Source: an optimization exercise on an open RTL-to-GDS flow (aim: small area and few clock cycles). Production flows keep margins and buffers that such runs may drop. Only simulation tests tie the RTL to the original design; equivalence was not proved. Power is estimated from default activity; no workload was simulated.

## flow/run.sh

```bash
#!/bin/bash
# synth_recipe.tcl (not shown) runs the flow's synth.tcl, then flattens the netlist and writes it again
# the make line also repeats each setting of config.mk as NAME=value (left out here)
make -C /OpenROAD-flow-scripts/flow DESIGN_CONFIG=/design/flow/config.mk WORK_HOME=/design/flow/orfs CLKGATE_MAP_FILE= SYNTH_SCRIPT=/design/flow/synth_recipe.tcl finish
```

## flow/config.mk

```make
export PLATFORM = sky130hd
export DESIGN_NAME = mppt_telemetry_aggregator_top
export DESIGN_NICKNAME = mppt_telemetry_aggregator_top
export VERILOG_FILES = /design/flow/design.v
export SDC_FILE = /design/flow/constraint.sdc
export NUM_CORES = 4
export LEC_CHECK = 0
export ABC_AREA = 1
export CAP_MARGIN = 20
export CORE_MARGIN = 2
export CORE_UTILIZATION = 40
export SLEW_MARGIN = 20
```

## flow/constraint.sdc

```tcl
create_clock -name core_clock -period 5.0 [get_ports {clk}]
set_input_delay 1.0000 -clock core_clock [delete_from_list [all_inputs] [get_ports {clk}]]
set_output_delay 1.0000 -clock core_clock [all_outputs]
set_load 0.01 [all_outputs]
```

## flow/design.v

```verilog
`default_nettype none
module mppt_telemetry_aggregator_top (
  input  wire        clk,
  input  wire        rst_n,
  input  wire        in_valid,
  output wire        in_ready,
  input  wire [1:0]  in_command,
  input  wire [10:0] in_frame_id,
  input  wire [1:0]  in_frame_status,
  input  wire [15:0] in_word_one,
  input  wire [15:0] in_word_two,
  input  wire [15:0] in_word_three,
  input  wire [15:0] in_word_four,
  output wire        out_valid,
  input  wire        out_ready,
  output wire [2:0]  out_kind,
  output wire [31:0] out_value_high,
  output wire [31:0] out_value_low,
  output wire        out_last,
  output wire [4:0]  out_status_one,
  output wire [4:0]  out_status_two,
  input  wire        cfg_valid,
  output wire        cfg_ready,
  input  wire [1:0]  cfg_index,
  input  wire [31:0] cfg_data
);
  localparam [31:0] IdentText = 32'h4143_7631;
  localparam [1:0] CMD_FRAME  = 2'd0;
  localparam [1:0] CMD_POLL   = 2'd1;
  localparam [1:0] CMD_REPORT = 2'd2;
  localparam [1:0] GRP_AVG   = 2'd0;
  localparam [1:0] GRP_TEMP  = 2'd1;
  localparam [1:0] GRP_PAIR  = 2'd2;
  localparam [1:0] GRP_IDENT = 2'd3;
  reg  [10:0] unit_one_id_r;
  reg  [10:0] unit_two_id_r;
  reg  [15:0] temp_limit_r;
  reg  [31:0] serial_no_r;
  assign cfg_ready = 1'b1;
  wire [31:0] cfg_z = cfg_data & {32{rst_n}};            
  wire [31:0] cfg_o = cfg_data | {32{~rst_n}};           
  wire        cfg_w = cfg_valid && rst_n;
  always @(posedge clk) begin
    if (!rst_n || (cfg_w && cfg_index == 2'd0)) unit_one_id_r <= cfg_z[10:0];
    if (!rst_n || (cfg_w && cfg_index == 2'd1)) unit_two_id_r <= {cfg_z[10:1], cfg_o[0]};
    if (!rst_n || (cfg_w && cfg_index == 2'd2))
      temp_limit_r <= {cfg_z[15:13], cfg_o[12:11], cfg_z[10], cfg_o[9:8], cfg_z[7],
                       cfg_o[6], cfg_z[5], cfg_o[4:3], cfg_z[2:0]};
    if (!rst_n || (cfg_w && cfg_index == 2'd3)) serial_no_r <= cfg_z;
  end
  reg  [15:0] avg_v0_r, avg_v1_r, avg_c0_r, avg_c1_r;
  reg  [15:0] bus0_r, bus1_r, temp0_r, temp1_r;
  reg         ot0_r, ot1_r;         
  reg         pd0_r, pd1_r;         
  reg         poll_sel_r;
  reg  [3:0]  phase_r;
  reg         s0_valid_r;           
  reg  [2:0]  s0_kind_r;
  reg  [1:0]  s0_grp_r;             
  reg  [3:0]  s0_st_r;              
  reg  [15:0] s0_hi_r;
  reg  [16:0] s0_lo_r;
  reg         s1_valid_r;           
  reg         s1_report_r;
  reg         s1_unit_r;            
  reg  [1:0]  s1_grp_r;
  reg  [3:0]  s1_st_r;
  reg         s0_more;
  reg  [2:0]  s0_next_kind;
  always @(*) begin
    s0_more      = 1'b0;
    s0_next_kind = 3'd0;
    case (s0_kind_r)
      3'd1: begin
        s0_more = 1'b1;
        case (s0_grp_r)
          GRP_AVG:  s0_next_kind = 3'd2;
          GRP_TEMP: s0_next_kind = 3'd4;
          GRP_PAIR: s0_next_kind = 3'd6;
          default:  s0_next_kind = 3'd7;
        endcase
      end
      3'd2: begin s0_more = 1'b1; s0_next_kind = 3'd3; end
      3'd4: begin s0_more = 1'b1; s0_next_kind = 3'd5; end
      default: ;
    endcase
  end
  wire        take    = s0_valid_r && out_ready;
  wire        adv     = take && !s0_more;    
  wire        a_valid = adv ? s1_valid_r : s0_valid_r;
  wire        a_s1    = !adv && s1_valid_r;
  reg dep0, dep1;
  always @(*) begin
    dep0 = 1'b0;
    dep1 = 1'b0;
    if (adv) begin
      if (s1_valid_r && s1_report_r && s1_grp_r != GRP_IDENT) begin
        dep0 = 1'b1; dep1 = 1'b1;
      end
    end else if (take) begin
      if (s0_kind_r == 3'd1 && s0_grp_r == GRP_AVG) dep1 = 1'b1;
    end else if (s0_valid_r) begin
      if (s0_kind_r == 3'd1 && s0_grp_r != GRP_IDENT) begin
        dep0 = 1'b1; dep1 = 1'b1;
      end
      if (s0_kind_r == 3'd2) dep1 = 1'b1;
    end
    if (a_s1 && s1_report_r) begin
      dep0 = 1'b1; dep1 = 1'b1;
    end
  end
  wire is_frame  = (in_command == CMD_FRAME) && (in_frame_status == 2'd0);
  wire hit_one   = (in_frame_id == unit_one_id_r);
  wire hit_two   = (in_frame_id == unit_two_id_r);
  wire upd0      = is_frame && hit_one;
  wire upd1      = is_frame && !hit_one && hit_two;
  wire is_poll   = (in_command == CMD_POLL);
  wire is_report = (in_command == CMD_REPORT);
  wire gives     = is_poll || is_report;
  assign in_ready = !((upd0 && dep0) || (upd1 && dep1) || (gives && a_s1));
  wire acc     = rst_n && in_valid && in_ready;
  wire acc_f0  = acc && upd0;
  wire acc_f1  = acc && upd1;
  wire acc_msg = acc && gives;
  wire [15:0] sm_v_avg = hit_one ? avg_v0_r : avg_v1_r;
  wire [15:0] sm_c_avg = hit_one ? avg_c0_r : avg_c1_r;
  wire [19:0] sm_v_t   = {sm_v_avg, 4'b0000} - {4'b0000, sm_v_avg} + {4'b0000, in_word_one};
  wire [19:0] sm_c_t   = {sm_c_avg, 4'b0000} - {4'b0000, sm_c_avg} + {4'b0000, in_word_two};
  wire        over     = (in_word_four > temp_limit_r);
  wire        poll_u   = poll_sel_r;
  wire [3:0]  msg_st   = {ot1_r, pd1_r | (is_poll & poll_u), ot0_r, pd0_r | (is_poll & ~poll_u)};
  reg  [1:0]  msg_grp;
  always @(*) begin
    case (phase_r)
      4'd0, 4'd3, 4'd6: msg_grp = GRP_AVG;
      4'd1, 4'd4, 4'd7: msg_grp = GRP_TEMP;
      4'd2, 4'd5, 4'd8: msg_grp = GRP_PAIR;
      default:          msg_grp = GRP_IDENT;
    endcase
  end
  wire        en0     = !rst_n || acc_f0;
  wire        en1     = !rst_n || acc_f1;
  wire [15:0] u_avg_v = sm_v_t[19:4] & {16{rst_n}};
  wire [15:0] u_avg_c = sm_c_t[19:4] & {16{rst_n}};
  wire [15:0] u_bus   = in_word_three & {16{rst_n}};
  wire [15:0] u_temp  = in_word_four & {16{rst_n}};
  always @(posedge clk) begin
    if (en0) begin
      avg_v0_r <= u_avg_v; avg_c0_r <= u_avg_c; bus0_r <= u_bus; temp0_r <= u_temp;
    end
    if (en1) begin
      avg_v1_r <= u_avg_v; avg_c1_r <= u_avg_c; bus1_r <= u_bus; temp1_r <= u_temp;
    end
  end
  always @(posedge clk) begin
    if (!rst_n) begin
      ot0_r <= 1'b0; ot1_r <= 1'b0; pd0_r <= 1'b0; pd1_r <= 1'b0;
      poll_sel_r <= 1'b0;
      phase_r    <= 4'd0;
    end else begin
      if (acc_f0) begin
        ot0_r <= ot0_r | over; pd0_r <= 1'b0;
      end
      if (acc_f1) begin
        ot1_r <= ot1_r | over; pd1_r <= 1'b0;
      end
      if (acc_msg && is_poll) begin
        poll_sel_r <= ~poll_sel_r;
        if (poll_u) pd1_r <= 1'b1;
        else        pd0_r <= 1'b1;
      end
      if (acc_msg && is_report) begin
        phase_r <= (phase_r == 4'd9) ? 4'd0 : phase_r + 4'd1;
      end
    end
  end
  wire        ld_new  = acc_msg && !a_valid;    
  wire        ld_s1   = adv && s1_valid_r;      
  wire        ld_next = take && s0_more;        
  reg  [2:0]  ld_kind;
  reg         ld_unit;
  always @(*) begin
    if (ld_next) begin
      ld_kind = s0_next_kind;
      ld_unit = 1'b0;
    end else if (ld_s1) begin
      ld_kind = s1_report_r ? 3'd1 : 3'd0;
      ld_unit = s1_unit_r;
    end else begin
      ld_kind = is_report ? 3'd1 : 3'd0;
      ld_unit = poll_u;
    end
  end
  wire [16:0] bus_sum  = {1'b0, bus0_r} + {1'b0, bus1_r};
  wire [15:0] temp_max = (temp1_r >= temp0_r) ? temp1_r : temp0_r;
  reg  [15:0] ld_hi;
  reg  [16:0] ld_lo;
  always @(*) begin
    ld_hi = 16'd0;
    ld_lo = 17'd0;
    case (ld_kind)
      3'd0: ld_lo = {6'd0, ld_unit ? unit_two_id_r : unit_one_id_r};
      3'd1: ld_lo = bus_sum;
      3'd2: begin ld_hi = avg_v0_r; ld_lo = {1'b0, avg_c0_r}; end
      3'd3: begin ld_hi = avg_v1_r; ld_lo = {1'b0, avg_c1_r}; end
      3'd4: ld_lo = {1'b0, temp_max};
      3'd6: begin ld_hi = temp0_r; ld_lo = {1'b0, temp1_r}; end
      default: ;
    endcase
  end
  always @(posedge clk) begin
    if (!rst_n) begin
      s0_valid_r <= 1'b0;
      s1_valid_r <= 1'b0;
    end else begin
      s0_valid_r <= a_valid || acc_msg;
      s1_valid_r <= a_s1 || (acc_msg && a_valid);
    end
  end
  always @(posedge clk) begin
    if (ld_new || ld_s1 || ld_next) begin
      s0_kind_r <= ld_kind;
      s0_hi_r   <= ld_hi;
      s0_lo_r   <= ld_lo;
    end
    if (ld_new) begin
      s0_grp_r <= msg_grp;
      s0_st_r  <= msg_st;
    end else if (ld_s1) begin
      s0_grp_r <= s1_grp_r;
      s0_st_r  <= s1_st_r;
    end
    if (acc_msg && a_valid) begin
      s1_report_r <= is_report;
      s1_unit_r   <= poll_u;
      s1_grp_r    <= msg_grp;
      s1_st_r     <= msg_st;
    end
  end
  wire ident = (s0_kind_r == 3'd5) || (s0_kind_r == 3'd7);
  assign out_valid      = s0_valid_r;
  assign out_kind       = s0_kind_r;
  assign out_value_high = ident ? IdentText : {16'd0, s0_hi_r};
  assign out_value_low  = ident ? serial_no_r : {15'd0, s0_lo_r};
  assign out_last       = !s0_more;
  assign out_status_one = {s0_st_r[1], 2'b00, s0_st_r[0], 1'b0};
  assign out_status_two = {s0_st_r[3], 2'b00, s0_st_r[2], 1'b0};
endmodule
`default_nettype wire
```

==> impl_metrics.toml, run 1 <==
[status]
outcome = "complete, no violations"

[placement]
dp_hpwl_um = 34700
gp_congestion = 0.925
dp_cells = 2466
numPortBuffers = 180

[layout]
syn2layout_area_growth_pct = 22.2
layoutNonFillerInstCount = 2520
final_nets = 2216
drive_above_1_share_pct = 7.65

[power]
p_sw_w = 0.00405
swShare_pct = 39.8
power.internal_w = 0.00612
ir_worst_vdd_v = 0.000266
p_per_area_mw_per_mm2 = 524
seq_power_share_pct = 31.4
power_leakage_nw = 8.87
p_clk_share_pct = 21.1
p_comb_share_pct = 47.5

[detailed_routing]
viasPerCell = 5.06
first_pass_iters = 6
via_count = 12800
ant_nets = 0
drt_iter0_drc = 1008
drc_errors = 0
wl_um = 45100
wl_per_cell_um = 17.9

[floorplanning]
fp.dieH_um = 203
die_w_um = 203
die_area_sq_mm = 0.0413
io_pins = 199
num_rows = 72
coreArea_sq_mm = 0.0389
initial_core_util_pct = 40.8

[critical_path]
crit_required_ps = 5280
crit_chain = "clkdlybuf4s50_1, xnor2_1, nand2_1, nor2_1, nand3_2, buf_12, inv_1, or2_2, o21ai_0, ha_1, xor2_1, inv_1, ha_1, a21oi_1, o21ai_0, a21oi_1, nand2_1, a21oi_1, xor2_1, nor2_1"
crit_start = "in_frame_id[8]"
path_class = "in -> reg"
r2r-start = "unit_one_id_r[8]$_DFFE_PP_"
arrival_ps = 4820
critPathSlowestCell = "clkdlybuf4s50_1"
critPathLaunchType = "input pin"
endpoint_kind = "flip-flop"
max_stage_delay_ps = 510
path_max_fanout = 41
crit_top_cell = "a21oi_1"

[clock_network]
htreeDepth = 1
clock-sinks = 261
cts-root-buf = "clkbuf_16"
cts_setup_buffers = 0
clk_path_buf_depth = 3
clk_pin_slew_ps = 60
numCtsBuffers = 29
insertion_delay_ps = 540
cts_resized = 0
cts_tree = "yes"
cts_hold_buffers = 0

[sta]
worst_pin_slew_ps = 1050
finalCritPeriodShare_pct = 90.8
max_slew_margin_pct = 30.1
fin_worst_skew_ps = 10.0
fmax_mhz = 220
rsz0062_at_grt = "no"
setup_viol = 0
slew_viol_final = 0
hold_viol_final = 0
holdWs_ps = 437
min_period_ps = 4540

[global_route]
grt_pass1_wl_um = 68200
overflow = 0
grt_usage_pct = 21.4
antenna_found_initial = 2
first_global_vias = 12300
grt_start_max_net_pins = 66

[hold_path]
min_from = "ot1_r$_SDFFE_PN0P_"
holdCritPathClass = "reg -> reg"

[logic_synthesis]
syn-cell-area_sq_mm = 0.0159
synth_top_area_share_pct = 46.9
syn_area_per_cell_sq_um = 8.96
synth.distinct_cells = 55
synthCells = 1771
yosysSeqAreaShare_pct = 48.6
ys_warn_count = 1
ys_seq_elements = 261
synth_largest_area_cell = "edfxtp_1"
synth.area.top_cells = "edfxtp_1, nand2_1, ha_1, inv_1, a21oi_1"

[flow_run]
maxCapViolCount = 0
==> worst max-delay path: cells and delay by family <==
kind,cells,cell delay [ps]
buf+inv,4,930
fa+ha+maj,2,740
xor+xnor,3,460
compound gates,5,850
simple gates,6,780
==> path summary, 6_finish.rpt <==
check                           slack [ps]  cells past startpoint                endpoint
worst max-delay path                   460                     20  avg_c1_r[11]$_DFFE_PP_
worst min-delay path                   440                      0    s1_st_r[3]$_DFFE_PP_
worst max register to register         960                     19  avg_c1_r[11]$_DFFE_PP_
worst min register to register         440                      0    s1_st_r[3]$_DFFE_PP_
==> synthesized netlist by cell type (all sizes together) <==
library cell,number
o31ai,6
o211a,1
or2,22
o221a,1
o221ai,5
a32oi,1
o211ai,17
nor2,124
a22oi,26
o21a,5
nand3,48
nor3,14
o2111ai,6
edfxtp,248
a31o,1
o22ai,4
a21boi,3
a21oi,95
and2,3
o21ai,97
ha,110
xnor2,26
nor4,5
conb,2
buf,35
a31oi,3
nand4,20
dfxtp,13
o21bai,9
mux2,2
clkbuf,25
clkinv,2
inv,310
fa,9
nand3b,5
nand2,427
a21o,10
a211oi,7
xor2,21
mux2i,3
==> per-layer routing <==
metal / track usage, % / wire length [um] / vias up / share of wire, %
met3: 2.57 / 2630 / 66 / 5.8
met4: 6.02 / 1210 / 2 / 2.7
met1: 28.9 / 19900 / 5995 / 44
met5: 0 / 18 / - / 0.040
li1: - / - / 6259 / -
met2: 36.4 / 21300 / 429 / 47
==> power by group through the flow <==
stage                     Clock, W  Combinational (W)  Sequential, W
after floorplan                  0            0.00338        0.00317
after global placement           0            0.00475        0.00323
after detailed placement         0            0.00481        0.00324
after CTS                  0.00217            0.00484        0.00320
after global routing       0.00225            0.00543        0.00324
final                      0.00214            0.00483        0.00320
==> cell usage in the layout, fill, tap and decap left out, types with 7 or more instances in the layout <==
cell type,n
a211oi_1,7
a21o_1,10
a21oi_1,95
a22oi_1,26
buf_4,39
clkbuf_16,29
clkdlybuf4s50_1,179
clkinv_2,10
conb_1,18
dfxtp_1,13
edfxtp_1,248
fa_1,9
ha_1,110
inv_1,302
inv_2,8
nand2_1,418
nand2_2,8
nand3_1,42
nand4_1,20
nor2_1,118
nor3_1,12
o211ai_1,17
o21ai_0,88
o21ai_1,8
o21bai_1,9
or2_2,22
xnor2_1,26
xor2_1,21
==> state kept, by name, indices dropped and copies added, names as in the netlist, 2 cells and up <==
signal	flops
s0_lo_r	17
s0_st_r	4
s0_grp_r	2
bus0_r	16
serial_no_r	32
s1_st_r	4
msg_grp	2
s0_kind_r	3
s0_hi_r	16
avg_v1_r	16
s1_grp_r	2
bus1_r	16
avg_c1_r	16
unit_two_id_r	11
temp1_r	16
phase_r	4
temp0_r	16
avg_v0_r	16
unit_one_id_r	11
avg_c0_r	16
temp_limit_r	16
==> cells by family (layout without fill, tap and decap cells) <==
family                   after synthesis  after routing  synth area share, %
adder cells (fa/ha/maj)              119            119                 9.81
XOR/XNOR                              47             47                 2.59
AO/OA/AOI/OAI                        297            297                 11.1
multiplexers                           5              5                0.331
other                                  2             19               0.0473
flip-flops                           261            261                 48.6
buffers and inverters                372            586                 9.56
AND/OR/NAND/NOR                      668            668                 18.0
==> through the flow <==
step                TNS [ps]  util, %  power, W  setup WS [ps]  area [sq um]
floorplan                  0        -   0.00655            825         15900
global placement        -246     47.4   0.00799           -113         18400
detailed placement      -376     47.4   0.00805           -109         18400
CTS                        0     49.8    0.0102            455         19400
global route               0     49.8    0.0109           82.7         19400
finish                     0     49.8    0.0102            459         19400
==> cell type report <==
cell class,count,area [sq um]
antenna,1,2.50
fill,3656,19500
sequential,261,7710
timing repair buffer,221,2140
tap,518,648
clock inverter,21,213
clock buffer,32,747
multi-input combinational,1154,6760
inverter,312,1170
Testbench counts, summed over its fixed seeds: cycles 17,161.
==> run 2, diff against run 1 <==
--- a/flow/config.mk
+++ b/flow/config.mk
@@ -6,7 +6,7 @@
 export NUM_CORES = 4
 export LEC_CHECK = 0
-export ABC_AREA = 1
 export CAP_MARGIN = 20
 export CORE_MARGIN = 2
 export CORE_UTILIZATION = 40
+export GPL_TIMING_DRIVEN = 0
 export SLEW_MARGIN = 20
==> impl_metrics.toml, run 2 <==
[status]
outcome = "complete, no violations"

[placement]
numPortBuffers = 179
dp_hpwl_um = 33200
place_ws_ps = -1730
post_dp_cell_area_sq_mm = 0.0179
gp_congestion = 0.909
dp_cells = 1902

[critical_path]
path_max_fanout = 10
path_class = "in -> reg"
r2r_slack_ps = 140
endpoint_kind = "flip-flop"
critPathLaunchType = "input pin"
arrival_ps = 5260
crit_required_ps = 5360

[layout]
regMostFlops = "serial_no_r"
num_antenna_cells = 0
stdcell_area_sq_mm = 0.0194
layoutNonFillerInstCount = 1983
fillers = 3198
reg_top3 = "serial_no_r: 32 flops, s0_lo_r: 17 flops"
final-seq-area_sq_mm = 0.00771
multiInputGateArea_sq_mm = 0.00716
syn2layout_area_growth_pct = 29.6
final_common_cell = "edfxtp_1"
final_nets = 1732
fin_util_pct = 52.9
largest_reg_flops = 32
drive_above_1_share_pct = 16.0
final_cell_mix = "edfxtp_1, clkdlybuf4s50_1, ha_1, and2_1, inv_1"

[logic_synthesis]
synth_most_common_cell = "edfxtp_1"
synth_top_area_share_pct = 49.7
synth-edff-count = 248
yosysSeqAreaShare_pct = 51.5
synthArstFlopShare_pct = 0
synth.area.top_cells = "edfxtp_1, ha_1, and2_1, mux2i_1, xnor2_1"
synth.distinct_cells = 74
ys_warn_count = 1
syn-cell-area_sq_mm = 0.0150
ys_top_cells_by_count = "edfxtp_1, ha_1, and2_1"
syn_area_per_cell_sq_um = 12.2
synthCells = 1228
ys_seq_elements = 261
synth_top_flop_cell = "edfxtp_1"
synth_largest_area_cell = "edfxtp_1"

[sta]
worst_pin_slew_ps = 1050
slew_viol_final = 0
max_slew_margin_pct = 29.4
fin_worst_skew_ps = 10.8
setup_viol = 0
min_period_ps = 4900
hold_viol_final = 0
fmax_mhz = 204
setup_ws_ps = 105
rsz0062_at_grt = "yes"
finalCritPeriodShare_pct = 97.9

[detailed_routing]
viasPerCell = 5.35
wl_um = 43200
wl_per_cell_um = 21.8
first_pass_iters = 9
ant_nets = 0
drt_iter0_drc = 850
drc_errors = 0
via_count = 10600

[clock_network]
numCtsBuffers = 29
clk_pin_slew_ps = 60
htreeDepth = 1
cts_hold_buffers = 0
cts_tree = "yes"
clk_path_buf_depth = 3
clock-sinks = 261
cts-root-buf = "clkbuf_16"
insertion_delay_ps = 540

[global_route]
grt_start_max_net_pins = 24
overflow = 0
grt_usage_pct = 21.9
first_global_vias = 10800
grt_pass1_wl_um = 63400
antenna_found_initial = 3

[power]
ir_worst_vdd_v = 0.000263
power.total_w = 0.00981
power_leakage_nw = 7.82
p_per_area_mw_per_mm2 = 505

[floorplanning]
num_rows = 70
fp.dieH_um = 197
die_area_sq_mm = 0.0390
die_w_um = 197
initial_core_util_pct = 40.8
io_pins = 199
coreArea_sq_mm = 0.0367

[hold_path]
holdCritPathClass = "reg -> reg"

[flow_run]
maxCapViolCount = 0
run 2: cell count changes after synthesis, sizes merged, moves of 28 or more:
cell    previous run  this run
a21oi             95        42
and2               3       100
nand2            427        41
mux2               2        31
mux2i              3        56
nand2b             0        28
inv              310        93
nand3             48        11
nor2             124        24
a222oi             0        29
o21ai             97        45
run 2: worst paths after layout:
kind / start / end / cells past startpoint
worst min-delay path: msg_grp[0]$_DFF_P_ / s1_grp_r[0]$_DFFE_PP_ / 0
worst max-delay path: in_frame_id[8] / avg_c0_r[14]$_DFFE_PP_ / 19
worst max register to register: unit_one_id_r[10]$_DFFE_PP_ / avg_c0_r[14]$_DFFE_PP_ / 18
worst min register to register: msg_grp[0]$_DFF_P_ / s1_grp_r[0]$_DFFE_PP_ / 0
run 2: timing repair:
item                       in CTS  in global routing
setup endpoints to repair      56                 12
gates cloned                    2                  0
pin swaps                      29                 26
setup buffers                  24                  4
gates resized for setup        86                 18
run 2: area by class of cell:
cell class              count  area share, %
clock inverters            17          0.729
multi-input cells         826           36.9
repair buffers            220           11.9
inverters                  93           1.80
well taps                 468           3.02
flip-flops and latches    261           39.7
plain buffers              64           2.07
clock buffers              34           3.89
run 2: power breakdown:
part           total (W)  internal (W)  leakage, nW  switching (W)
Clock            0.00204       0.00117        0.444       0.000863
Combinational    0.00442       0.00213         4.84        0.00229
Sequential       0.00335       0.00305         2.54       0.000294
Total            0.00981       0.00636         7.82        0.00345
run 2: critical path, stage by stage:
cell and delay [ps]:
buf_6 110, xnor2_4 180, nand4_1 210, nor3_4 240
buf_4 150, buf_4 160, clkbuf_8 250, mux2_2 370
inv_1 130, fa_1 470, ha_4 250, and3_4 170
a221o_1 360, a2111oi_4 250, nor4b_2 90, o21a_1 220
o21ai_2 180, nor2b_2 180, mux2i_1 250
run 2: metal layers:
metal,global-route usage [%],vias up,part of all wire (%)
li1,-,5042,-
met1,29.3,5158,43
met2,36.6,345,48
met3,3.45,69,6.3
met4,6.82,2,2.8
met5,0,-,0.030
run 2: through the flow:
step / TNS, ps / hold slack (ps)
after floorplan: -74780 / 404
after global placement: -651360 / 426
after detailed placement: -69800 / 438
after CTS: 0 / 453
after global routing: -68.8 / 473
final: 0 / 448
run 2: cells by family after synthesis:
family,Yosys count,synth area share (%)
fa+ha+maj,119,10.4
simple gates,300,11.6
xor+xnor,80,4.73
other cells,2,0.0502
buf+inv,157,4.65
compound gates,222,11.0
mux,87,6.08
flops,261,51.5
==> run 3, diff against run 2 <==
--- a/flow/config.mk
+++ b/flow/config.mk
@@ -9,4 +9,3 @@
 export CORE_MARGIN = 2
 export CORE_UTILIZATION = 40
-export GPL_TIMING_DRIVEN = 0
 export SLEW_MARGIN = 20
==> impl_metrics.toml, run 3 <==
[status]
outcome = "complete, no violations"

[hold_path]
hold_end = "s1_grp_r[0]$_DFFE_PP_"
min_from = "msg_grp[0]$_DFF_P_"
whs_path_depth = 0
holdCritPathClass = "reg -> reg"

[sta]
min_period_ps = 4750
worst_pin_slew_ps = 787
fmax_mhz = 211
finalCritPeriodShare_pct = 94.9
max_slew_margin_pct = 47.5
hold_viol_final = 0
fin_worst_skew_ps = 8.58
rsz0062_at_grt = "no"
setup_viol = 0
slew_viol_final = 0

[clock_network]
clk_path_buf_depth = 3
insertion_delay_ps = 540
htreeDepth = 1
clk_pin_slew_ps = 60
cts_tree = "yes"
clock-sinks = 261
cts-root-buf = "clkbuf_16"
cts_hold_buffers = 0
numCtsBuffers = 29

[logic_synthesis]
syn-cell-area_sq_mm = 0.0150
ys_top_cells_by_count = "edfxtp_1, ha_1, and2_1"
synthArstFlopShare_pct = 0
synthCells = 1228
synth_top_flop_cell = "edfxtp_1"
synth-edff-count = 248
yosysSeqAreaShare_pct = 51.5
syn_area_per_cell_sq_um = 12.2
synth.area.top_cells = "edfxtp_1, ha_1, and2_1, mux2i_1, xnor2_1"
synth.distinct_cells = 74
ys_warn_count = 1
synth_most_common_cell = "edfxtp_1"
synth_largest_area_cell = "edfxtp_1"
synth_top_area_share_pct = 49.7
ys_seq_elements = 261

[floorplanning]
fp.dieH_um = 197
die_w_um = 197
io_pins = 199
coreArea_sq_mm = 0.0367
die_area_sq_mm = 0.0390
num_rows = 70
initial_core_util_pct = 40.8

[critical_path]
r2r-start = "unit_one_id_r[9]$_DFFE_PP_"
worst_r2r_path_depth = 18
path_max_fanout = 7
rr_endpoint = "avg_c0_r[13]$_DFFE_PP_"
arrival_ps = 5040
crit_required_ps = 5290
path_class = "in -> reg"
critPathLaunchType = "input pin"
r2r_slack_ps = 360
endpoint_kind = "flip-flop"

[layout]
final_cell_mix = "edfxtp_1, clkdlybuf4s50_1, buf_4, ha_1, and2_1"
final_common_cell = "edfxtp_1"
largest_reg_flops = 32
reg_top3 = "serial_no_r: 32 flops, s0_lo_r: 17 flops"
final_nets = 1755
syn2layout_area_growth_pct = 29.3
stdcell_area_sq_mm = 0.0194
regMostFlops = "serial_no_r"
fillers = 3195
drive_above_1_share_pct = 17.3

[global_route]
grt_start_max_net_pins = 79
overflow = 0
first_global_vias = 10700
grt_pass1_wl_um = 60800
grt_usage_pct = 20.5
antenna_found_initial = 3

[power]
power_leakage_nw = 7.99
p_per_area_mw_per_mm2 = 544
power.total_w = 0.0105
ir_worst_vdd_v = 0.000273

[detailed_routing]
met1Wirelength_um = 16800
wl_met3_um = 2440
route.met2.wl_um = 19700
ant_nets = 0
drc_errors = 0
viasPerCell = 5.26
via_count = 10600
wl_um = 40200
drt_iter0_drc = 869
first_pass_iters = 5
wl_per_cell_um = 20.0
topRoutingLayerUsed = "met4"

[placement]
numPortBuffers = 180
gp_congestion = 0.853
dp_hpwl_um = 30200
post_dp_cell_area_sq_mm = 0.0183

[flow_run]
maxCapViolCount = 0
==> run 3: cell counts after synthesis <==
Identical to the previous run, type by type.
==> run 3: metrics by stage <==
stage / hold WS (ps) / util, % / worst slack, ps / std cells / setup TNS, ps
after floorplan: 404 / - / -573 / 1244 / -74780
after global placement: 420 / 49.8 / -596 / 1948 / -15480
after detailed placement: 420 / 49.8 / -689 / 1948 / -17750
after CTS: 435 / 52.7 / 1.59 / 2007 / 0
after global routing: 443 / 52.8 / 16.3 / 2008 / 0
final: 432 / 52.8 / 253 / 2010 / 0
==> run 3: cells by family (layout without fill, tap and decap cells) <==
kind of cell / after synthesis / in the layout / share of synthesized area (%)
AO/OA/AOI/OAI: 222 / 222 / 11.0
buffers and inverters: 157 / 453 / 4.65
flip-flops: 261 / 261 / 51.5
adder cells (fa/ha/maj): 119 / 119 / 10.4
multiplexers: 87 / 87 / 6.08
other: 2 / 20 / 0.0502
XOR/XNOR: 80 / 80 / 4.73
AND/OR/NAND/NOR: 300 / 300 / 11.6
==> run 3: per-layer routing <==
layer / track usage [%] / vias to the layer above
li1: - / 5080
met1: 26.4 / 5087
met2: 35.5 / 344
met3: 3.06 / 67
met4: 6.68 / 0
met5: 0 / -
==> run 3: cell type report <==
class / count / area [sq um] / share of cell area [%]
antenna: 2 / 5.00 / 0.0258
multi-input combinational: 826 / 6940 / 35.8
clock inverter: 12 / 184 / 0.950
tap: 468 / 586 / 3.02
inverter: 93 / 349 / 1.80
timing repair buffer: 307 / 2810 / 14.5
clock buffer: 41 / 781 / 4.03
sequential: 261 / 7710 / 39.8
==> run 3: what timing repair did <==
item	4_1_cts	5_1_grt
setup endpoints to repair	8	19
resized for setup	12	26
pin swaps	5	16
setup buffers	5	1
gates cloned	1	0
==> run 3: worst max-delay path by stage <==
stage	start	end	slack (ps)	cells after the start
floorplan	in_frame_id[9]	avg_c0_r[0]$_DFFE_PP_	-570	6
global placement	in_frame_id[9]	avg_v0_r[15]$_DFFE_PP_	-600	18
detailed placement	in_frame_id[9]	avg_c0_r[13]$_DFFE_PP_	-690	17
CTS	in_frame_id[5]	avg_c1_r[15]$_DFFE_PP_	2	21
global route	in_frame_id[0]	avg_c1_r[14]$_DFFE_PP_	20	20
finish	in_frame_id[0]	avg_c0_r[13]$_DFFE_PP_	250	19
==> run 3: power by group <==
group | internal (W) | leakage [nW] | switching (W) | total, W
sequential | 0.00305 | 2.54 | 0.000258 | 0.00331
combinational | 0.00264 | 4.98 | 0.00241 | 0.00505
clock | 0.00134 | 0.465 | 0.000833 | 0.00217
total | 0.00703 | 7.99 | 0.00350 | 0.0105
==> run 3: critical path, stage by stage <==
cell and delay [ps]:
clkbuf_2 110, xnor2_2 190, nand4_1 230, nor3_4 270, buf_12 150, buf_12 140
mux2i_4 270, xor2_2 200, ha_4 230, ha_4 230, a2111o_1 450, a21oi_1 130
nor3_1 80, and4_4 160, a2111oi_4 400, nor4b_2 110, o21a_1 200, or3_1 290
and3_1 190
==> run 4, diff against run 3 <==
==> flow/flow/run.sh (new file) <==
#!/bin/bash
set -euo pipefail
export BUFFER_PORTS_ARGS="-buffer_cell sky130_fd_sc_hd__buf_1"
bash standard.sh finish > standard_flow.log 2>&1
==> flow/standard.sh (new file) <==
#!/bin/bash
# synth_recipe.tcl (not shown) runs the flow's synth.tcl, then flattens the netlist and writes it again
# the make line also repeats each setting of config.mk as NAME=value (left out here)
make -C /OpenROAD-flow-scripts/flow DESIGN_CONFIG=/design/flow/config.mk WORK_HOME=/design/flow/orfs CLKGATE_MAP_FILE= SYNTH_SCRIPT=/design/flow/synth_recipe.tcl "${@:-finish}"
removed: flow/run.sh
==> impl_metrics.toml, run 4 <==
[floorplanning]
io_pins = 199
initial_core_util_pct = 40.8
die_w_um = 197
fp.dieH_um = 197
num_rows = 70
die_area_sq_mm = 0.0390
coreArea_sq_mm = 0.0367

[sta]
setup_ws_ps = 326
finalCritPeriodShare_pct = 93.5
min_period_ps = 4670
hold_viol_final = 0
worst_pin_slew_ps = 980
max_slew_margin_pct = 34.4
slew_viol_final = 0
fin_worst_skew_ps = 13.8
rsz0062_at_grt = "no"
fmax_mhz = 214
setup_viol = 0

[power]
p_per_area_mw_per_mm2 = 570
power.total_w = 0.0103
power_leakage_nw = 7.31
ir_worst_vdd_v = 0.000324

[layout]
syn2layout_area_growth_pct = 20.2
final_nets = 1735
final_cell_mix = "edfxtp_1, buf_1, ha_1, buf_4, and2_1"
regMostFlops = "serial_no_r"
drive_above_1_share_pct = 15.3
final_common_cell = "edfxtp_1"
num_antenna_cells = 0
reg_top3 = "serial_no_r: 32 flops, s0_lo_r: 17 flops"
largest_reg_flops = 32

[hold_path]
whs_path_depth = 0
holdCritPathClass = "reg -> reg"

[critical_path]
arrival_ps = 5060
endpoint_kind = "flip-flop"
crit_required_ps = 5380
worst_r2r_path_depth = 18
r2r_slack_ps = 390
critPathLaunchType = "input pin"
path_max_fanout = 16
path_class = "in -> reg"

[logic_synthesis]
synth_top_flop_cell = "edfxtp_1"
synth-adder-area-share_pct = 10.4
synthArstFlopShare_pct = 0
ys_warn_count = 1
synth_most_common_cell = "edfxtp_1"
ys_seq_elements = 261
ys_top_cells_by_count = "edfxtp_1, ha_1, and2_1"
synthSimpleGateAreaFrac_pct = 11.6
synthCells = 1228
synth.area.top_cells = "edfxtp_1, ha_1, and2_1, mux2i_1, xnor2_1"
yosysSeqAreaShare_pct = 51.5
synthXorXnorAreaFrac_pct = 4.73
syn-cell-area_sq_mm = 0.0150
synth_top_family_by_area = "simple AND/OR/NAND/NOR gates"
synth_mux_area_share_pct = 6.08
synth_compound_area_share_pct = 11.0
syn_area_per_cell_sq_um = 12.2
synth_largest_area_cell = "edfxtp_1"
synth-edff-count = 248
synth_top_area_share_pct = 49.7
synth.distinct_cells = 74

[clock_network]
cts_resized = 0
cts_setup_buffers = 0
clk_path_buf_depth = 3
clock-sinks = 261
cts_hold_buffers = 0
htreeDepth = 1
cts-root-buf = "clkbuf_16"
insertion_delay_ps = 560
clk_pin_slew_ps = 60
cts_tree = "yes"
numCtsBuffers = 29

[global_route]
grt_usage_pct = 20.6
grt_pass1_wl_um = 60800
grt_start_max_net_pins = 71
antenna_found_initial = 2
first_global_vias = 10700
overflow = 0

[placement]
gp_congestion = 0.876
numPortBuffers = 180
dp_hpwl_um = 30700
place_ws_ps = -353

[detailed_routing]
via_count = 10400
drc_errors = 0
first_pass_iters = 6
viasPerCell = 5.25
ant_nets = 0
drt_iter0_drc = 821
wl_per_cell_um = 20.3
wl_um = 40300

[flow_run]
maxCapViolCount = 0

[status]
outcome = "complete, no violations"
run 4: cell types whose count changed in the layout (fill, tap and decap cells not counted), moves of 3 or more:
cell	before	now
buf_1	0	178
buf_4	122	102
clkbuf_1	11	8
clkbuf_2	7	1
clkdlybuf4s50_1	168	0
clkinv_1	3	8
dlymetal6s2s_1	4	0
xnor2_1	36	40
xnor2_2	11	7
run 4: cell type report:
cell class	instances	area, sq um
flip-flops and latches	261	7710
inverters	93	349
repair buffers	287	1540
multi-input cells	826	6890
clock buffers	37	756
fillers	3315	18700
well taps	468	586
clock inverters	16	176
run 4: kinds of logic after synthesis:
family,after synthesis
flip-flops,261
buffers and inverters,157
XOR/XNOR,80
AO/OA/AOI/OAI,222
AND/OR/NAND/NOR,300
other,2
multiplexers,87
adder cells (fa/ha/maj),119
run 4: metrics by stage:
stage	hold WS, ps	instance area (sq um)	instances	TNS, ps	utilization, %
4_1_cts	435	18000	1988	0	49.0
3_5_place_dp	421	17100	1935	-4810	46.5
5_1_grt	455	18000	1988	0	49.0
6_report	432	18000	1988	0	49.0
2_1_floorplan	404	15300	1244	-74780	-
3_3_place_gp	417	17000	1934	-3070	46.4
run 4: worst paths after layout:
kind / from / endpoint
setup / recovery: in_frame_id[9] / avg_c0_r[14]$_DFFE_PP_
hold / removal: msg_grp[0]$_DFF_P_ / s1_grp_r[0]$_DFFE_PP_
setup reg to reg: unit_one_id_r[9]$_DFFE_PP_ / avg_c0_r[14]$_DFFE_PP_
hold reg to reg: msg_grp[0]$_DFF_P_ / s1_grp_r[0]$_DFFE_PP_
run 4: report_power, final:
part	leakage [nW]	total (W)	switching (W)	internal, W
logic	4.32	0.00482	0.00236	0.00246
registers	2.54	0.00330	0.000253	0.00305
clock network	0.448	0.00213	0.000862	0.00127
run 4: layer usage:
metal  GRT usage, %  vias to the layer above  routed length, um
li1               -                     5036                  -
met1           27.0                     5034              17300
met2           35.5                      305              19500
met3           2.65                       59               2160
met4           6.57                        2               1290
met5              0                        -                 12
run 4: critical path, cell delays in order:
cell	delay [ps]
clkbuf_2	130
xnor2_4	160
nand4_1	220
nor3_4	280
buf_12	210
mux2i_2	260
xor2_1	190
ha_1	260
ha_1	220
a2111o_1	420
nor3_1	150
nor3_1	80
and4_1	190
a2111oi_4	380
nor4b_2	100
o21a_1	210
o21ai_2	160
nor2b_2	180
mux2i_1	230
==> run 5, diff against run 4 <==
--- a/flow/config.mk
+++ b/flow/config.mk
@@ -6,6 +6,6 @@
 export NUM_CORES = 4
 export LEC_CHECK = 0
-export CAP_MARGIN = 20
+export CAP_MARGIN = 0
 export CORE_MARGIN = 2
-export CORE_UTILIZATION = 40
-export SLEW_MARGIN = 20
+export CORE_UTILIZATION = 65
+export SLEW_MARGIN = 0
==> impl_metrics.toml, run 5 <==
[floorplanning]
die_w_um = 156
io_pins = 199
initial_core_util_pct = 66.1
coreArea_sq_mm = 0.0226
die_area_sq_mm = 0.0243
num_rows = 55
fp.dieH_um = 156

[global_route]
antenna_found_initial = 2
grt_pass1_wl_um = 55900
first_global_vias = 10800
grt_usage_pct = 30.4
overflow = 0
grt_start_max_net_pins = 80

[clock_network]
cts_resized = 0
insertion_delay_ps = 520
numCtsBuffers = 27
clk_path_buf_depth = 3
htreeDepth = 1
cts_tree = "yes"
cts_hold_buffers = 0
clock-sinks = 261
cts_setup_buffers = 0
clk_pin_slew_ps = 60
cts-root-buf = "clkbuf_16"

[critical_path]
critPathLaunchType = "input pin"
crit_start = "in_frame_id[9]"
path_class = "in -> reg"
r2r-start = "unit_one_id_r[9]$_DFFE_PP_"
worst_r2r_path_depth = 18
path_max_fanout = 15
endpoint_kind = "flip-flop"
arrival_ps = 5060
crit_required_ps = 5350
r2r_slack_ps = 450

[layout]
num_antenna_cells = 0
final_common_cell = "edfxtp_1"
regMostFlops = "serial_no_r"
fillers = 1409
drive_above_1_share_pct = 15.4
final_cell_mix = "edfxtp_1, buf_1, ha_1, buf_4, and2_1"
syn2layout_area_growth_pct = 18.7
final_nets = 1735
largest_reg_flops = 32
reg_top3 = "serial_no_r: 32 flops, s0_lo_r: 17 flops"

[logic_synthesis]
synth_top_area_share_pct = 49.7
syn-cell-area_sq_mm = 0.0150
synth.distinct_cells = 74
synthArstFlopShare_pct = 0
ys_top_cells_by_count = "edfxtp_1, ha_1, and2_1"
synth_most_common_cell = "edfxtp_1"
synthCells = 1228
ys_warn_count = 1
synth.area.top_cells = "edfxtp_1, ha_1, and2_1, mux2i_1, xnor2_1"
ys_seq_elements = 261
synth_top_flop_cell = "edfxtp_1"
synth-edff-count = 248
yosysSeqAreaShare_pct = 51.5
synth_largest_area_cell = "edfxtp_1"
syn_area_per_cell_sq_um = 12.2

[sta]
setup_viol = 0
min_period_ps = 4710
worst_pin_slew_ps = 1230
fmax_mhz = 212
holdWs_ps = 450
hold_viol_final = 0
fin_tns_setup_ps = 0
finalCritPeriodShare_pct = 94.2
max_slew_margin_pct = 17.4
slew_viol_final = 0
fin_worst_skew_ps = 11.8
rsz0062_at_grt = "no"

[flow_run]
maxCapViolCount = 0

[detailed_routing]
via_count = 10600
drt_iter0_drc = 804
wl_um = 36900
drc_errors = 0
first_pass_iters = 9
ant_nets = 0
wl_per_cell_um = 20.5
viasPerCell = 5.88

[placement]
dp_hpwl_um = 27000
numPortBuffers = 180
gp_congestion = 0.894

[hold_path]
min_from = "msg_grp[0]$_DFF_P_"
holdCritPathClass = "reg -> reg"
whs_path_depth = 0

[status]
outcome = "complete, no violations"

[power]
p_per_area_mw_per_mm2 = 574
ir_worst_vdd_v = 0.000328
power_leakage_nw = 7.32
## run 5: cell counts after synthesis
Identical to the previous run, type by type.
## run 5: cells by family (layout without fill, tap and decap cells)
kind of cell,count (synthesis),after routing,synth area share (%)
AO/OA/AOI/OAI,222,222,11.0
XOR/XNOR,80,80,4.73
adder cells (fa/ha/maj),119,119,10.4
buffers and inverters,157,430,4.65
flip-flops,261,261,51.5
multiplexers,87,87,6.08
other,2,18,0.0502
AND/OR/NAND/NOR,300,300,11.6
## run 5: power breakdown
group,internal (W),switching (W)
registers,0.00305,0.000247
clock network,0.00129,0.000816
logic,0.00244,0.00236
## run 5: stage by stage
| step | total power [W] | instance area (sq um) | cells | setup slack, ps | util, % |
|---|---|---|---|---|---|
| after global placement | 0.00792 | 16800 | 1754 | -184 | 74.4 |
| after floorplan | 0.00630 | 15300 | 1244 | -573 | - |
| final | 0.0102 | 17800 | 1802 | 289 | 78.5 |
| after CTS | 0.0102 | 17800 | 1802 | 274 | 78.5 |
| after detailed placement | 0.00807 | 16800 | 1754 | -255 | 74.4 |
| after global routing | 0.0108 | 17800 | 1802 | 9.05 | 78.5 |
## run 5: worst paths after layout
check | to
setup / recovery | avg_c0_r[14]$_DFFE_PP_
hold reg to reg | s1_grp_r[0]$_DFFE_PP_
hold / removal | s1_grp_r[0]$_DFFE_PP_
setup reg to reg | avg_c0_r[14]$_DFFE_PP_
## run 5: final cells by class
| type | count | area [sq um] | share of cell area (%) |
|---|---|---|---|
| Sequential cell | 261 | 7710 | 43.4 |
| Multi-Input combinational cell | 826 | 6880 | 38.7 |
| Timing Repair Buffer | 289 | 1560 | 8.78 |
| Clock buffer | 29 | 683 | 3.84 |
| Tap cell | 285 | 357 | 2.01 |
| Inverter | 93 | 349 | 1.96 |
| Clock inverter | 19 | 243 | 1.37 |
## run 5: metal layers
| metal | global-route usage [%] | wire [um] | share of wire (%) |
|---|---|---|---|
| met1 | 36.9 | 14100 | 38 |
| met2 | 52.8 | 18200 | 49 |
| met3 | 6.06 | 2830 | 7.7 |
| met4 | 13.5 | 1720 | 4.7 |
| met5 | 0 | 13 | 0.035 |
## run 5: worst max-delay path, cell delays in order
cell and delay [ps]:
buf_1 230, xnor2_4 150, nand4_1 200, nor3_4 240
buf_12 210, mux2i_4 270, xor2_1 160, ha_1 240
ha_1 220, a2111o_1 440, nor3_1 140, nor3_1 100
and4_1 190, a2111oi_4 360, nor4b_2 100, o21a_1 210
o21ai_2 160, nor2b_2 180, mux2i_1 240
==> run 6, diff against run 5 <==
--- a/flow/design.v
+++ b/flow/design.v
@@ -57,5 +57,4 @@
   reg         s0_valid_r;           
   reg  [2:0]  s0_kind_r;
-  reg  [1:0]  s0_grp_r;             
   reg  [3:0]  s0_st_r;              
   reg  [15:0] s0_hi_r;
@@ -64,6 +63,17 @@
   reg         s1_report_r;
   reg         s1_unit_r;            
-  reg  [1:0]  s1_grp_r;
   reg  [3:0]  s1_st_r;
+  reg  [1:0]  grp_p1, grp_p2;       
+  always @(*) begin
+    case (phase_r)
+      4'd0:             begin grp_p1 = GRP_IDENT; grp_p2 = GRP_PAIR;  end
+      4'd1:             begin grp_p1 = GRP_AVG;   grp_p2 = GRP_IDENT; end
+      4'd2, 4'd5, 4'd8: begin grp_p1 = GRP_TEMP;  grp_p2 = GRP_AVG;   end
+      4'd3, 4'd6, 4'd9: begin grp_p1 = GRP_PAIR;  grp_p2 = GRP_TEMP;  end
+      default:          begin grp_p1 = GRP_AVG;   grp_p2 = GRP_PAIR;  end
+    endcase
+  end
+  wire [1:0]  s1_grp_r = grp_p1;
+  wire [1:0]  s0_grp_r = (s1_valid_r && s1_report_r) ? grp_p2 : grp_p1;
   reg         s0_more;
   reg  [2:0]  s0_next_kind;
@@ -130,13 +140,4 @@
   wire        poll_u   = poll_sel_r;
   wire [3:0]  msg_st   = {ot1_r, pd1_r | (is_poll & poll_u), ot0_r, pd0_r | (is_poll & ~poll_u)};
-  reg  [1:0]  msg_grp;
-  always @(*) begin
-    case (phase_r)
-      4'd0, 4'd3, 4'd6: msg_grp = GRP_AVG;
-      4'd1, 4'd4, 4'd7: msg_grp = GRP_TEMP;
-      4'd2, 4'd5, 4'd8: msg_grp = GRP_PAIR;
-      default:          msg_grp = GRP_IDENT;
-    endcase
-  end
   wire        en0     = !rst_n || acc_f0;
   wire        en1     = !rst_n || acc_f1;
@@ -225,8 +226,6 @@
     end
     if (ld_new) begin
-      s0_grp_r <= msg_grp;
       s0_st_r  <= msg_st;
     end else if (ld_s1) begin
-      s0_grp_r <= s1_grp_r;
       s0_st_r  <= s1_st_r;
     end
@@ -234,5 +233,4 @@
       s1_report_r <= is_report;
       s1_unit_r   <= poll_u;
-      s1_grp_r    <= msg_grp;
       s1_st_r     <= msg_st;
     end
--- a/flow/config.mk
+++ b/flow/config.mk
@@ -6,6 +6,8 @@
 export NUM_CORES = 4
 export LEC_CHECK = 0
-export CAP_MARGIN = 0
+export CAP_MARGIN = 20
 export CORE_MARGIN = 2
-export CORE_UTILIZATION = 65
-export SLEW_MARGIN = 0
+export CORE_UTILIZATION = 40
+export CTS_BUF_LIST = sky130_fd_sc_hd__clkbuf_8
+export CTS_CLUSTER_SIZE = 20
+export SLEW_MARGIN = 20
==> impl_metrics.toml, run 6 <==
[sta]
worst_pin_slew_ps = 969
finalCritPeriodShare_pct = 90.5
fmax_mhz = 221
rsz0062_at_grt = "no"
min_period_ps = 4520
holdWs_ps = 470
setup_viol = 0
fin_worst_skew_ps = 24.6
hold_viol_final = 0
max_slew_margin_pct = 35.2
slew_viol_final = 0

[critical_path]
arrival_ps = 4800
worst_r2r_path_depth = 16
rr_endpoint = "avg_v1_r[15]$_DFFE_PP_"
crit_start = "in_frame_id[6]"
critPathSlowestCell = "a211o_1"
path_class = "in -> reg"
endpoint_kind = "flip-flop"
r2r-start = "unit_one_id_r[6]$_DFFE_PP_"
max_stage_delay_ps = 390
crit_chain = "buf_1, xor2_1, nor4_2, and3_2, buf_12, buf_4, mux2i_1, ha_1, xnor2_1, ha_1, or3_1, o21ai_0, a31oi_1, a211o_1, a311oi_2, xnor2_1, nor2_1"
r2r_slack_ps = 550
crit_required_ps = 5280
critPathLaunchType = "input pin"
crit_end = "avg_v1_r[15]$_DFFE_PP_"
path_max_fanout = 21

[clock_network]
htreeDepth = 2
clk_pin_slew_ps = 70
numCtsBuffers = 45
cts-root-buf = "clkbuf_8"
cts_hold_buffers = 0
cts_tree = "yes"
insertion_delay_ps = 560
cts_resized = 0
clk_path_buf_depth = 3
cts_setup_buffers = 0
clock-sinks = 259

[layout]
multiInputGateArea_sq_mm = 0.00697
syn2layout_area_growth_pct = 15.5
final_common_cell = "edfxtp_1"
final_nets = 1742
stdcell_area_sq_mm = 0.0175
final_cell_mix = "edfxtp_1, buf_1, ha_1, inv_1, and2_1"
final-seq-area_sq_mm = 0.00763
reg_top3 = "serial_no_r: 32 flops, s0_lo_r: 17 flops"
drive_above_1_share_pct = 10.6
fin_util_pct = 46.6
num_antenna_cells = 0
largest_reg_flops = 32
regMostFlops = "serial_no_r"
fillers = 3503

[logic_synthesis]
synth-edff-count = 244
synthCells = 1279
synth.distinct_cells = 81
yosysSeqAreaShare_pct = 50.4
synth_top_area_share_pct = 48.4
synth_top_flop_cell = "edfxtp_1"
ys_warn_count = 1
syn-cell-area_sq_mm = 0.0151
synth_most_common_cell = "edfxtp_1"
syn_area_per_cell_sq_um = 11.8
ys_seq_elements = 259
synth_largest_area_cell = "edfxtp_1"
synthArstFlopShare_pct = 0
synth.area.top_cells = "edfxtp_1, ha_1, mux2i_1, and2_1, xor2_1"
ys_top_cells_by_count = "edfxtp_1, ha_1, and2_1"

[detailed_routing]
ant_nets = 0
drc_errors = 0
wl_um = 39600
viasPerCell = 5.16
wl_per_cell_um = 19.3
first_pass_iters = 5
drt_iter0_drc = 735
via_count = 10600

[floorplanning]
coreArea_sq_mm = 0.0375
num_rows = 71
io_pins = 199
die_w_um = 199
die_area_sq_mm = 0.0394
fp.dieH_um = 199
initial_core_util_pct = 40.4

[hold_path]
holdCritPathClass = "reg -> reg"

[global_route]
grt_usage_pct = 20.0
first_global_vias = 10500
overflow = 0
grt_start_max_net_pins = 52
grt_pass1_wl_um = 59500
antenna_found_initial = 0

[placement]
gp_congestion = 0.889
post_dp_cell_area_sq_mm = 0.0166
numPortBuffers = 180
dp_hpwl_um = 30000

[status]
outcome = "complete, no violations"

[flow_run]
maxCapViolCount = 0

[power]
power_leakage_nw = 6.87
p_per_area_mw_per_mm2 = 525
ir_worst_vdd_v = 0.000473
[run 6: worst min path at each step]
stage / end / depth (start not counted) / slack [ps] / startpoint
after floorplan: s1_st_r[1]$_DFFE_PP_ / 0 / 430 / ot0_r$_SDFFE_PN0P_
after global placement: s1_st_r[3]$_DFFE_PP_ / 0 / 450 / ot1_r$_SDFFE_PN0P_
after detailed placement: s1_st_r[3]$_DFFE_PP_ / 0 / 450 / ot1_r$_SDFFE_PN0P_
after CTS: s1_st_r[3]$_DFFE_PP_ / 0 / 470 / ot1_r$_SDFFE_PN0P_
after global routing: s1_st_r[3]$_DFFE_PP_ / 0 / 480 / ot1_r$_SDFFE_PN0P_
final: s1_st_r[3]$_DFFE_PP_ / 0 / 470 / ot1_r$_SDFFE_PN0P_
[run 6: metrics by stage]
step / total power, W / setup WS [ps] / setup TNS (ps) / cells
2_1_floorplan: 0.00623 / -939 / -121930 / 1295
3_5_place_dp: 0.00742 / -92.4 / -588 / 1968
5_1_grt: 0.00987 / 243 / 0 / 2051
6_report: 0.00918 / 476 / 0 / 2051
3_3_place_gp: 0.00731 / -37.6 / -99.5 / 1968
4_1_cts: 0.00923 / 486 / 0 / 2050
[run 6: logic make-up after synthesis]
logic type	share of synthesized area, %
adder cells (fa/ha/maj)	10.3
AND/OR/NAND/NOR	12.5
AO/OA/AOI/OAI	10.6
other	0.0496
buffers and inverters	4.34
multiplexers	7.14
flip-flops	50.4
XOR/XNOR	4.74
[run 6: cell type report]
| type | instances | area share (%) |
|---|---|---|
| flip-flops and latches | 259 | 43.6 |
| multi-input cells | 890 | 39.8 |
| repair buffers | 229 | 6.53 |
| well taps | 511 | 3.66 |
| clock buffers | 46 | 3.62 |
| inverters | 80 | 1.72 |
| clock inverters | 36 | 1.02 |
[run 6: power breakdown]
group,internal [W],total (W),switching [W]
sequential,0.00304,0.00324,0.000196
clock,0.000910,0.00178,0.000867
combinational,0.00187,0.00416,0.00230
total,0.00582,0.00918,0.00336
[run 6: critical path, delay by kind of cell]
kind | cells | cell delay, ps
buffers and inverters | 3 | 540
muxes | 1 | 280
AOI/OAI and AO/OA | 4 | 870
and+or+nand+nor | 4 | 1030
xor gates and xnor gates | 3 | 430
adders and majority gates | 2 | 630
[run 6: layer usage]
layer  global-route usage [%]  routed length [um]
met5                        0                   0
met2                     34.6               19200
met4                     5.75                 957
met1                     26.1               17400
met3                     3.00                2130
Testbench counts of run 6, summed over its fixed seeds: cycles 17,161.
==> run 7, diff against run 6 <==
--- a/flow/config.mk
+++ b/flow/config.mk
@@ -9,5 +9,4 @@
 export CORE_MARGIN = 2
 export CORE_UTILIZATION = 40
-export CTS_BUF_LIST = sky130_fd_sc_hd__clkbuf_8
-export CTS_CLUSTER_SIZE = 20
+export CTS_BUF_LIST = sky130_fd_sc_hd__clkbuf_4 sky130_fd_sc_hd__clkbuf_8
 export SLEW_MARGIN = 20
==> impl_metrics.toml, run 7 <==
[power]
power.total_w = 0.00925
p_per_area_mw_per_mm2 = 528
power_leakage_nw = 6.86
ir_worst_vdd_v = 0.000472

[logic_synthesis]
syn_area_per_cell_sq_um = 11.8
ys_seq_elements = 259
synth_largest_area_cell = "edfxtp_1"
yosysSeqAreaShare_pct = 50.4
ys_top_cells_by_count = "edfxtp_1, ha_1, and2_1"
synth.area.top_cells = "edfxtp_1, ha_1, mux2i_1, and2_1, xor2_1"
synth_top_area_share_pct = 48.4
synthArstFlopShare_pct = 0
ys_warn_count = 1
synth_most_common_cell = "edfxtp_1"
syn-cell-area_sq_mm = 0.0151
synthCells = 1279
synth.distinct_cells = 81
synth_top_flop_cell = "edfxtp_1"
synth-edff-count = 244

[critical_path]
worst_r2r_path_depth = 16
endpoint_kind = "flip-flop"
critPathLaunchType = "input pin"
path_max_fanout = 21
crit_required_ps = 5280
path_class = "in -> reg"
r2r_slack_ps = 540
arrival_ps = 4820

[detailed_routing]
topRoutingLayerUsed = "met4"
via_count = 10600
wl_um = 39700
viasPerCell = 5.17
first_pass_iters = 4
wl_per_cell_um = 19.4
route.met2.wl_um = 19200
drt_iter0_drc = 730
ant_nets = 0
wl_met3_um = 1980
met1Wirelength_um = 17600
drc_errors = 0

[floorplanning]
fp.dieH_um = 199
io_pins = 199
die_area_sq_mm = 0.0394
coreArea_sq_mm = 0.0375
die_w_um = 199
num_rows = 71
initial_core_util_pct = 40.4

[hold_path]
whs_path_depth = 2
holdCritPathClass = "reg -> reg"

[sta]
max_slew_margin_pct = 35.6
finalCritPeriodShare_pct = 90.8
worst_pin_slew_ps = 963
slew_viol_final = 0
fin_worst_skew_ps = 20.5
rsz0062_at_grt = "no"
fmax_mhz = 220
setup_viol = 0
holdWs_ps = 473
min_period_ps = 4540
hold_viol_final = 0

[layout]
final-seq-area_sq_mm = 0.00763
final_common_cell = "edfxtp_1"
final_nets = 1742
num_antenna_cells = 0
regMostFlops = "serial_no_r"
drive_above_1_share_pct = 11.2
syn2layout_area_growth_pct = 15.7
reg_top3 = "serial_no_r: 32 flops, s0_lo_r: 17 flops"
fillers = 3503
final_cell_mix = "edfxtp_1, buf_1, ha_1, and2_1, inv_1"
stdcell_area_sq_mm = 0.0175
multiInputGateArea_sq_mm = 0.00697
largest_reg_flops = 32
layoutNonFillerInstCount = 2051

[status]
outcome = "complete, no violations"

[global_route]
grt_usage_pct = 20.0
antenna_found_initial = 0
first_global_vias = 10500
grt_pass1_wl_um = 59500
grt_start_max_net_pins = 52
overflow = 0

[placement]
dp_cells = 1968
numPortBuffers = 180
dp_hpwl_um = 30000
post_dp_cell_area_sq_mm = 0.0166
gp_congestion = 0.889

[clock_network]
cts_tree = "yes"
cts_resized = 0
clk_path_buf_depth = 3
cts-root-buf = "clkbuf_8"
clock-sinks = 259
numCtsBuffers = 45
clk_pin_slew_ps = 60
htreeDepth = 2
cts_setup_buffers = 0
insertion_delay_ps = 560
cts_hold_buffers = 0

[flow_run]
maxCapViolCount = 0
[run 7: cell count changes in the layout (fill, tap and decap cells not counted), sizes merged]
cell	change
clkbuf	+9
inv	-9
[run 7: final cells by class]
class | count | share of cell area (%)
multi-input combinational | 890 | 39.8
tap | 511 | 3.65
clock inverter | 27 | 0.821
inverter | 80 | 1.71
sequential | 259 | 43.5
clock buffer | 55 | 4.00
timing repair buffer | 229 | 6.52
[run 7: power breakdown]
part	switching, W	internal, W	total [W]
sequential	0.000196	0.00304	0.00324
clock	0.000869	0.000977	0.00185
combinational	0.00230	0.00187	0.00417
total	0.00336	0.00589	0.00925
[run 7: cell families after synthesis]
kind of cell | Yosys count | share of synthesized area [%]
simple gates | 344 | 12.5
flops | 259 | 50.4
compound gates | 225 | 10.6
buf+inv | 146 | 4.34
fa+ha+maj | 119 | 10.3
mux | 103 | 7.14
xor+xnor | 81 | 4.74
other cells | 2 | 0.0496
[run 7: layer usage]
layer | vias to the layer above | GRT usage, %
met4 | 0 | 5.75
met2 | 300 | 34.6
met5 | - | 0
met1 | 5139 | 26.1
met3 | 63 | 3.02
li1 | 5107 | -
[run 7: path summary, 6_finish.rpt]
kind	startpoint	to
setup / recovery	in_frame_id[6]	avg_v1_r[13]$_DFFE_PP_
hold / removal	pd0_r$_SDFF_PN0_	pd0_r$_SDFF_PN0_
setup reg to reg	unit_one_id_r[6]$_DFFE_PP_	avg_v1_r[13]$_DFFE_PP_
hold reg to reg	pd0_r$_SDFF_PN0_	pd0_r$_SDFF_PN0_
[run 7: per-stage QoR]
stage | worst slack [ps] | utilization (%) | TNS, ps
3_5_place_dp | -92.4 | 44.4 | -588
3_3_place_gp | -37.6 | 44.4 | -99.5
6_report | 459 | 46.7 | 0
2_1_floorplan | -939 | - | -121930
4_1_cts | 486 | 46.7 | 0
5_1_grt | 242 | 46.7 | 0
[run 7: worst max-delay path, cell delays in order]
cell and delay (ps):
buf_1 90, xor2_1 150, nor4_2 350, and3_2 260, buf_12 210, buf_4 240
mux2i_1 280, ha_1 300, xnor2_1 140, ha_1 330, or3_1 350, o21ai_0 90
a31oi_1 100, a211o_1 390, a41oi_1 280, xor2_1 170, nor2_1 60
==> run 8, diff against run 7 <==
--- a/flow/config.mk
+++ b/flow/config.mk
@@ -9,4 +9,5 @@
 export CORE_MARGIN = 2
 export CORE_UTILIZATION = 40
-export CTS_BUF_LIST = sky130_fd_sc_hd__clkbuf_4 sky130_fd_sc_hd__clkbuf_8
+export CTS_CLUSTER_DIAMETER = 100
+export CTS_CLUSTER_SIZE = 30
 export SLEW_MARGIN = 20
==> impl_metrics.toml, run 8 <==
[global_route]
antenna_found_initial = 0
grt_usage_pct = 19.5
overflow = 0
first_global_vias = 10200
grt_start_max_net_pins = 52
grt_pass1_wl_um = 58300

[critical_path]
crit_end = "avg_v0_r[15]$_DFFE_PP_"
critical-path-top-delay-family = "simple AND/OR/NAND/NOR gates"
arrival_ps = 4810
crit_buf_inv = 3
crit_required_ps = 5230
rr_endpoint = "avg_v0_r[15]$_DFFE_PP_"
r2r-start = "unit_one_id_r[6]$_DFFE_PP_"
crit_start = "in_frame_id[6]"
path_class = "in -> reg"
cp.depth = 17
max_stage_delay_ps = 380
endpoint_kind = "flip-flop"
r2r_slack_ps = 530
worst_r2r_path_depth = 16
critPathLaunchType = "input pin"
crit_chain = "buf_1, xor2_1, nor4_2, and3_2, buf_12, buf_4, mux2i_1, ha_1, xnor2_1, ha_1, or3_1, o21ai_0, a31oi_1, a211o_1, a311oi_2, xnor2_1, nor2_1"
path_max_fanout = 21
critPathSlowestCell = "a211o_1"

[sta]
fin_tns_setup_ps = 0
fmax_mhz = 218
finalCritPeriodShare_pct = 91.6
hold_viol_final = 0
max_slew_margin_pct = 34.1
fin_worst_skew_ps = 15.3
min_period_ps = 4580
setup_viol = 0
worst_pin_slew_ps = 984
setup_ws_ps = 421
rsz0062_at_grt = "no"
slew_viol_final = 0

[clock_network]
cts_resized = 0
insertion_delay_ps = 500
clk_path_buf_depth = 3
cts_tree = "yes"
numCtsBuffers = 13
clk_pin_slew_ps = 120
cts_hold_buffers = 0
clock-sinks = 259
cts-root-buf = "clkbuf_16"
htreeDepth = 1
cts_setup_buffers = 0

[power]
p_clk_share_pct = 14.8
p_sw_w = 0.00319
power.internal_w = 0.00548
ir_worst_vdd_v = 0.000470
p_comb_share_pct = 48.0
p_per_area_mw_per_mm2 = 507
power_leakage_nw = 6.63
seq_power_share_pct = 37.3
swShare_pct = 36.8

[flow_run]
maxCapViolCount = 0

[floorplanning]
io_pins = 199
initial_core_util_pct = 40.4
die_area_sq_mm = 0.0394
coreArea_sq_mm = 0.0375
fp.dieH_um = 199
num_rows = 71
die_w_um = 199

[layout]
largest_reg_flops = 32
final_nets = 1710
drive_above_1_share_pct = 8.65
syn2layout_area_growth_pct = 13.0
num_antenna_cells = 0
final_common_cell = "edfxtp_1"
regMostFlops = "serial_no_r"
reg_top3 = "serial_no_r: 32 flops, s0_lo_r: 17 flops"
stdcell_area_sq_mm = 0.0171
final_cell_mix = "edfxtp_1, buf_1, ha_1, and2_1, inv_1"
fillers = 3518

[placement]
gp_congestion = 0.889
dp_hpwl_um = 30000
place_ws_ps = -92.4
post_dp_cell_area_sq_mm = 0.0166
numPortBuffers = 180

[logic_synthesis]
synth-edff-count = 244
ys_warn_count = 1
ys_top_cells_by_count = "edfxtp_1, ha_1, and2_1"
synthCells = 1279
synth.area.top_cells = "edfxtp_1, ha_1, mux2i_1, and2_1, xor2_1"
synth_top_flop_cell = "edfxtp_1"
synth_most_common_cell = "edfxtp_1"
syn_area_per_cell_sq_um = 11.8
yosysSeqAreaShare_pct = 50.4
syn-cell-area_sq_mm = 0.0151
synth.distinct_cells = 81
ys_seq_elements = 259
synthArstFlopShare_pct = 0
synth_largest_area_cell = "edfxtp_1"
synth_top_area_share_pct = 48.4

[detailed_routing]
viasPerCell = 5.21
via_count = 10400
ant_nets = 0
first_pass_iters = 5
wl_per_cell_um = 19.5
wl_um = 38800
drt_iter0_drc = 751
drc_errors = 0

[hold_path]
holdCritPathClass = "reg -> reg"
whs_path_depth = 2

[status]
outcome = "complete, no violations"
-- run 8: cell type report --
class | instances | area [sq um] | area share (%)
repair buffers | 229 | 1140 | 6.68
flip-flops and latches | 259 | 7630 | 44.6
clock buffers | 16 | 347 | 2.03
well taps | 511 | 639 | 3.74
multi-input cells | 890 | 6970 | 40.7
inverters | 80 | 300 | 1.76
clock inverters | 6 | 80.1 | 0.468
-- run 8: worst min path at each step --
stage                  startpoint              endpoint  slack, ps
6_report         pd0_r$_SDFF_PN0_      pd0_r$_SDFF_PN0_        480
5_1_grt        ot1_r$_SDFFE_PN0P_  s1_st_r[3]$_DFFE_PP_        490
4_1_cts        ot1_r$_SDFFE_PN0P_  s1_st_r[3]$_DFFE_PP_        480
2_1_floorplan  ot0_r$_SDFFE_PN0P_  s1_st_r[1]$_DFFE_PP_        430
3_5_place_dp   ot1_r$_SDFFE_PN0P_  s1_st_r[3]$_DFFE_PP_        450
3_3_place_gp   ot1_r$_SDFFE_PN0P_  s1_st_r[3]$_DFFE_PP_        450
-- run 8: through the flow --
step	hold slack (ps)	power [W]	cells	utilization [%]
final	482	0.00867	1991	45.6
after global routing	491	0.00933	1991	45.6
after CTS	484	0.00871	1990	45.6
after detailed placement	454	0.00742	1968	44.4
after global placement	455	0.00731	1968	44.4
after floorplan	430	0.00623	1295	-
-- run 8: worst min-delay path: cells and delay by family (launching register included) --
family | cells | cell delay (ps)
compound gates | 1 | 70
buf+inv | 1 | 50
flops | 1 | 330
-- run 8: routing by layer --
metal  GRT usage (%)  part of all wire (%)
met5               0                     0
met3            2.12                   4.4
met1            26.1                    45
met2            33.9                    49
met4            4.78                   2.4
-- run 8: power by group through the flow --
stage	sequential [W]	clock (W)	combinational [W]
final	0.00323	0.00128	0.00416
after global routing	0.00327	0.00138	0.00467
after floorplan	0.00322	0	0.00301
after global placement	0.00327	0	0.00405
after CTS	0.00323	0.00131	0.00417
after detailed placement	0.00328	0	0.00414
-- run 8: kinds of logic (layout without fill, tap and decap cells) --
kind of cell               after synthesis  in the layout  synth area share (%)
xor gates and xnor gates                81             81                  4.74
adders and majority gates              119            119                  10.3
DFF                                    259            259                  50.4
and+or+nand+nor                        344            344                  12.5
buffers and inverters                  146            331                  4.34
other                                    2             18                0.0496
AOI/OAI and AO/OA                      225            225                  10.6
muxes                                  103            103                  7.14

re-timing with driven ports:
The flow's constraints put no driver on any port. The routed layouts listed below were extracted and timed again, unchanged, in two steps. Step 1 assumes that a clkbuf_16 drives the clock port and a buf_2 every other input. Step 2, shift: input delay + t, output delay - t, t = (earliest + latest rising clock arrival at the registers) / 2. This alone moves slack from input paths to output paths. Slacks: no drivers / after step 1 / after step 2; pairs: no drivers / after step 1.
| run | shift t [ns] | setup WS [ns] | worst slew at a driven data input, ns |
|---|---|---|---|
| run 1 | 0.587 | 0.459 / 0.486 / -0.101 | 0.08 |
| run 2 | 0.589 | 0.105 / 0.121 / -0.469 | 0.05 |
| run 3 | 0.583 | 0.253 / 0.274 / -0.309 | 0.06 |
| run 4 | 0.600 | 0.326 / 0.351 / -0.249 | 0.10 |
| run 5 | 0.564 | 0.289 / 0.313 / -0.250 | 0.04 |
| run 6 | 0.595 | 0.476 / 0.503 / -0.092 | 0.04 |
| run 7 | 0.598 | 0.459 / 0.487 / -0.111 | 0.04 |
| run 8 | 0.540 | 0.421 / 0.449 / -0.090 | 0.04 |
With both steps, setup timing fails in every run listed, where it was met with ideal ports. The setup slack of run 4, which loses most, moves by +0.025 ns with the drivers and by -0.575 ns with both steps.
